This design comes from an exercise in tuning for small area, a short achievable clock period and few clock cycles on the open sky130 flow, not from production work. Only simulation tests tie the RTL to the original design; equivalence was not proved. Power and IR drop assume default switching activity.

Setup of run A:
// weight_update
module weight_update
(
   input  logic  clk,
   input  logic  reset,
   input  logic  cmd_valid,
   input  logic  cmd_init,
   output logic  cmd_ready,
   input  wu_pkg::word_t weight_in,
   input  logic  weight_valid,
   output logic  weight_ready,
   input  wu_pkg::word_t gradient_in,
   input  logic  gradient_valid,
   output logic  gradient_ready,
   output wu_pkg::word_t result_out,
   output logic  result_valid,
   input  logic  result_ready,
   input  wu_pkg::len_t  total_length,
   input  wu_pkg::node_t node_id,
   input  wu_pkg::node_t num_node,
   output wu_pkg::addr_t avs_address,
   output wu_pkg::word_t avs_writedata,
   output logic  avs_read,
   output logic  avs_write,
   input  wu_pkg::word_t avs_readdata,
   input  logic  avs_waitrequest,
   input  logic  avs_readdatavalid
);
Size: ~2100 cells after synthesis, roughly 410 I/O pins, about 23000 µm² of cells after synthesis.
export LEC_CHECK = 0
export ABC_CLOCK_PERIOD_IN_PS = 2500
export CAP_MARGIN = 20
export CORE_MARGIN = 2
export CORE_UTILIZATION = 40
export CTS_BUF_LIST = sky130_fd_sc_hd__clkbuf_4 sky130_fd_sc_hd__clkbuf_8
export CTS_CLUSTER_SIZE = 30
export SETUP_SLACK_MARGIN = 3.6
export SLEW_MARGIN = 20
export SYNTH_HIERARCHICAL = 1
export SYNTH_MINIMUM_KEEP_SIZE = 0
create_clock -name core_clock -period 6.0 [get_ports {clk}]
standard.sh (not shown) runs the stock make flow with config.mk's settings and CLKGATE_MAP_FILE= SYNTH_SCRIPT=/design/flow/synth_recipe.tcl, a recipe that flattens the netlist after the stock synthesis.
==> flow/flow/run.sh <==
#!/bin/bash
# Standard layout, with the smallest buffer as the port buffer instead of
# the default delay buffer (the timing repairs upsize it where needed),
# and a clock tree without dummy loads.
set -euo pipefail
bash standard.sh \
  "BUFFER_PORTS_ARGS=-buffer_cell sky130_fd_sc_hd__buf_1" \
  "CTS_ARGS=-sink_clustering_enable -repair_clock_nets -sink_clustering_size 20 -sink_clustering_max_diameter 80 -buf_list {sky130_fd_sc_hd__clkbuf_8 sky130_fd_sc_hd__clkbuf_16} -dont_use_dummy_load" \
  finish > standard.log 2>&1
Testbench counts of run A, summed over its fixed seeds: cycles 20,566.
Changes in run B relative to run A:
- changing SETUP_SLACK_MARGIN from 3.6 to 3.9
--- outcome ---
The static leakage power of run B exceeds that of run A by 9.9%. Delta (run B minus run A): average wire length per cell after detail routing has increased, layout overhead on the synthesized area shows an increase of 8.1 points.
The following lists how run C was set up differently from run B:
- SETUP_SLACK_MARGIN: 3.9 -> 3.6
--- a/flow/flow/run.sh
+++ b/flow/flow/run.sh
@@ -7,3 +7,3 @@
   "BUFFER_PORTS_ARGS=-buffer_cell sky130_fd_sc_hd__buf_1" \
-  "CTS_ARGS=-sink_clustering_enable -repair_clock_nets -sink_clustering_size 20 -sink_clustering_max_diameter 80 -buf_list {sky130_fd_sc_hd__clkbuf_8 sky130_fd_sc_hd__clkbuf_16} -dont_use_dummy_load" \
+  "CTS_ARGS=-sink_clustering_enable -repair_clock_nets -sink_clustering_size 30 -sink_clustering_max_diameter 100 -buf_list {sky130_fd_sc_hd__clkbuf_8 sky130_fd_sc_hd__clkbuf_16} -dont_use_dummy_load" \
   finish > standard.log 2>&1
- When run C is set beside run B, its smallest setup slack after layout turns out to be 0.043 ns larger.
- Diff run B -> run C: post-route fraction of the period consumed by the critical path now sits lower; total placed cells including tap cells now sits at about the same level; routed wire length now sits lower.
- Run C gives less global-route wire length before repair than run B did.
- Clock power share for run C: 2.6 points down relative to run B
- Via count: run C vs run B down 3.7%
Setup changes, run C to run D
- SETUP_SLACK_MARGIN: 3.6 -> 3.75
--- a/flow/flow/run.sh
+++ b/flow/flow/run.sh
@@ -7,3 +7,3 @@
   "BUFFER_PORTS_ARGS=-buffer_cell sky130_fd_sc_hd__buf_1" \
-  "CTS_ARGS=-sink_clustering_enable -repair_clock_nets -sink_clustering_size 30 -sink_clustering_max_diameter 100 -buf_list {sky130_fd_sc_hd__clkbuf_8 sky130_fd_sc_hd__clkbuf_16} -dont_use_dummy_load" \
+  "CTS_ARGS=-sink_clustering_enable -repair_clock_nets -sink_clustering_size 20 -sink_clustering_max_diameter 80 -buf_list {sky130_fd_sc_hd__clkbuf_8 sky130_fd_sc_hd__clkbuf_16} -dont_use_dummy_load" \
   finish > standard.log 2>&1
[summary]
- Changes observed in run D relative to run C: area used by multi-input combinational logic went up about 1.3%; largest incremental delay on the critical path held.
- First-iteration DRC count was higher in the run labelled run C.
- Summary of run D over run C: TritonCTS buffer count rose 10; register share of the cell area decreased 1.3 points; horizontal die dimension stayed essentially flat; clock power share rose by 3.3 points; post-place setup slack has decreased.
- On instance area at placement, run C tracks run D almost exactly.
Setup changes, run D to run E
- SETUP_SLACK_MARGIN changed from 3.75 to 3.5
### Flow results
- Delta (run E minus run D): number of nets in the layout has decreased; clock skew went up by 0.0097 ns.
- Run E vs. run D: all-layer global routing usage went down by 0.73 points; cell area went down by 1000 µm²; total inserted antenna cells went up by 2; number of placement rows was more or less identical.
- Largest net degree at the start of global routing: run D and run E compared, higher one is run E
- Run E has cell depth of the worst setup path above what run D had.
- Sort run D and run E by number of buffers and inverters on the critical path, descending, and run E comes first.
- Number of global-route vias before repair, run E vs run D: down slightly
- Total setup buffers inserted after CTS in run E is 23 below run D.
Inputs modified between run E and run F:
- changing SETUP_SLACK_MARGIN from 3.5 to 3.6
--- a/flow/flow/run.sh
+++ b/flow/flow/run.sh
@@ -7,3 +7,3 @@
   "BUFFER_PORTS_ARGS=-buffer_cell sky130_fd_sc_hd__buf_1" \
-  "CTS_ARGS=-sink_clustering_enable -repair_clock_nets -sink_clustering_size 20 -sink_clustering_max_diameter 80 -buf_list {sky130_fd_sc_hd__clkbuf_8 sky130_fd_sc_hd__clkbuf_16} -dont_use_dummy_load" \
+  "CTS_ARGS=-sink_clustering_enable -repair_clock_nets -sink_clustering_size 25 -sink_clustering_max_diameter 80 -buf_list {sky130_fd_sc_hd__clkbuf_16} -dont_use_dummy_load" \
   finish > standard.log 2>&1
==> run summary <==
Diff run F..run E | power of the sequential group | negligible. On sequential share of layout area: between run E and run F, it ends up higher for run E. Relative to run E, the cell count along the critical path of run F is lower by 7. No run among run E and run F stopped early or left any final violation; all are clean. Run F vs. run E: final cell count without fillers saw an increase; register-to-register slack picked up an extra 0.03 ns.

[afterwards: timing with drivers on the ports]
The flow's constraints put no driver on any port. The routed layouts listed below were extracted and timed again, unchanged, in two steps.
Step 1, drivers: a clkbuf_16 drives clk and a buf_2 each remaining input, both assumed.
Step 2 adds t to the input delays and takes it off the output delays; t is the mean of the earliest and latest rising clock arrival at the registers after step 1. Input paths then give back, and output paths get back, about the clock's delay inside the block.
Three values: ideal ports, drivers, drivers and shift; two values: the first two.
run	shift t [ns]	setup slack, ns	latest minus earliest clock arrival (ns)	slew at the worst register clock pin (ns)	cell pins on the clock port's net
run A	0.629	3.569 / 3.512 / 2.964	0.072 / 0.073	0.09 / 0.09	1
run B	0.643	3.538 / 3.479 / 2.983	0.052 / 0.051	0.09 / 0.09	1
run C	0.597	3.581 / 3.525 / 2.966	0.046 / 0.045	0.12 / 0.12	1
run D	0.643	3.554 / 3.493 / 3.042	0.036 / 0.035	0.08 / 0.08	1
run E	0.639	3.543 / 3.496 / 2.857	0.044 / 0.044	0.08 / 0.08	1
run F	0.630	3.556 / 3.499 / 2.955	0.068 / 0.068	0.10 / 0.10	1
After both steps every run listed still meets setup and hold. For run E, which loses most, drivers alone change the setup slack by -0.047 ns; drivers and shift together by -0.686 ns.
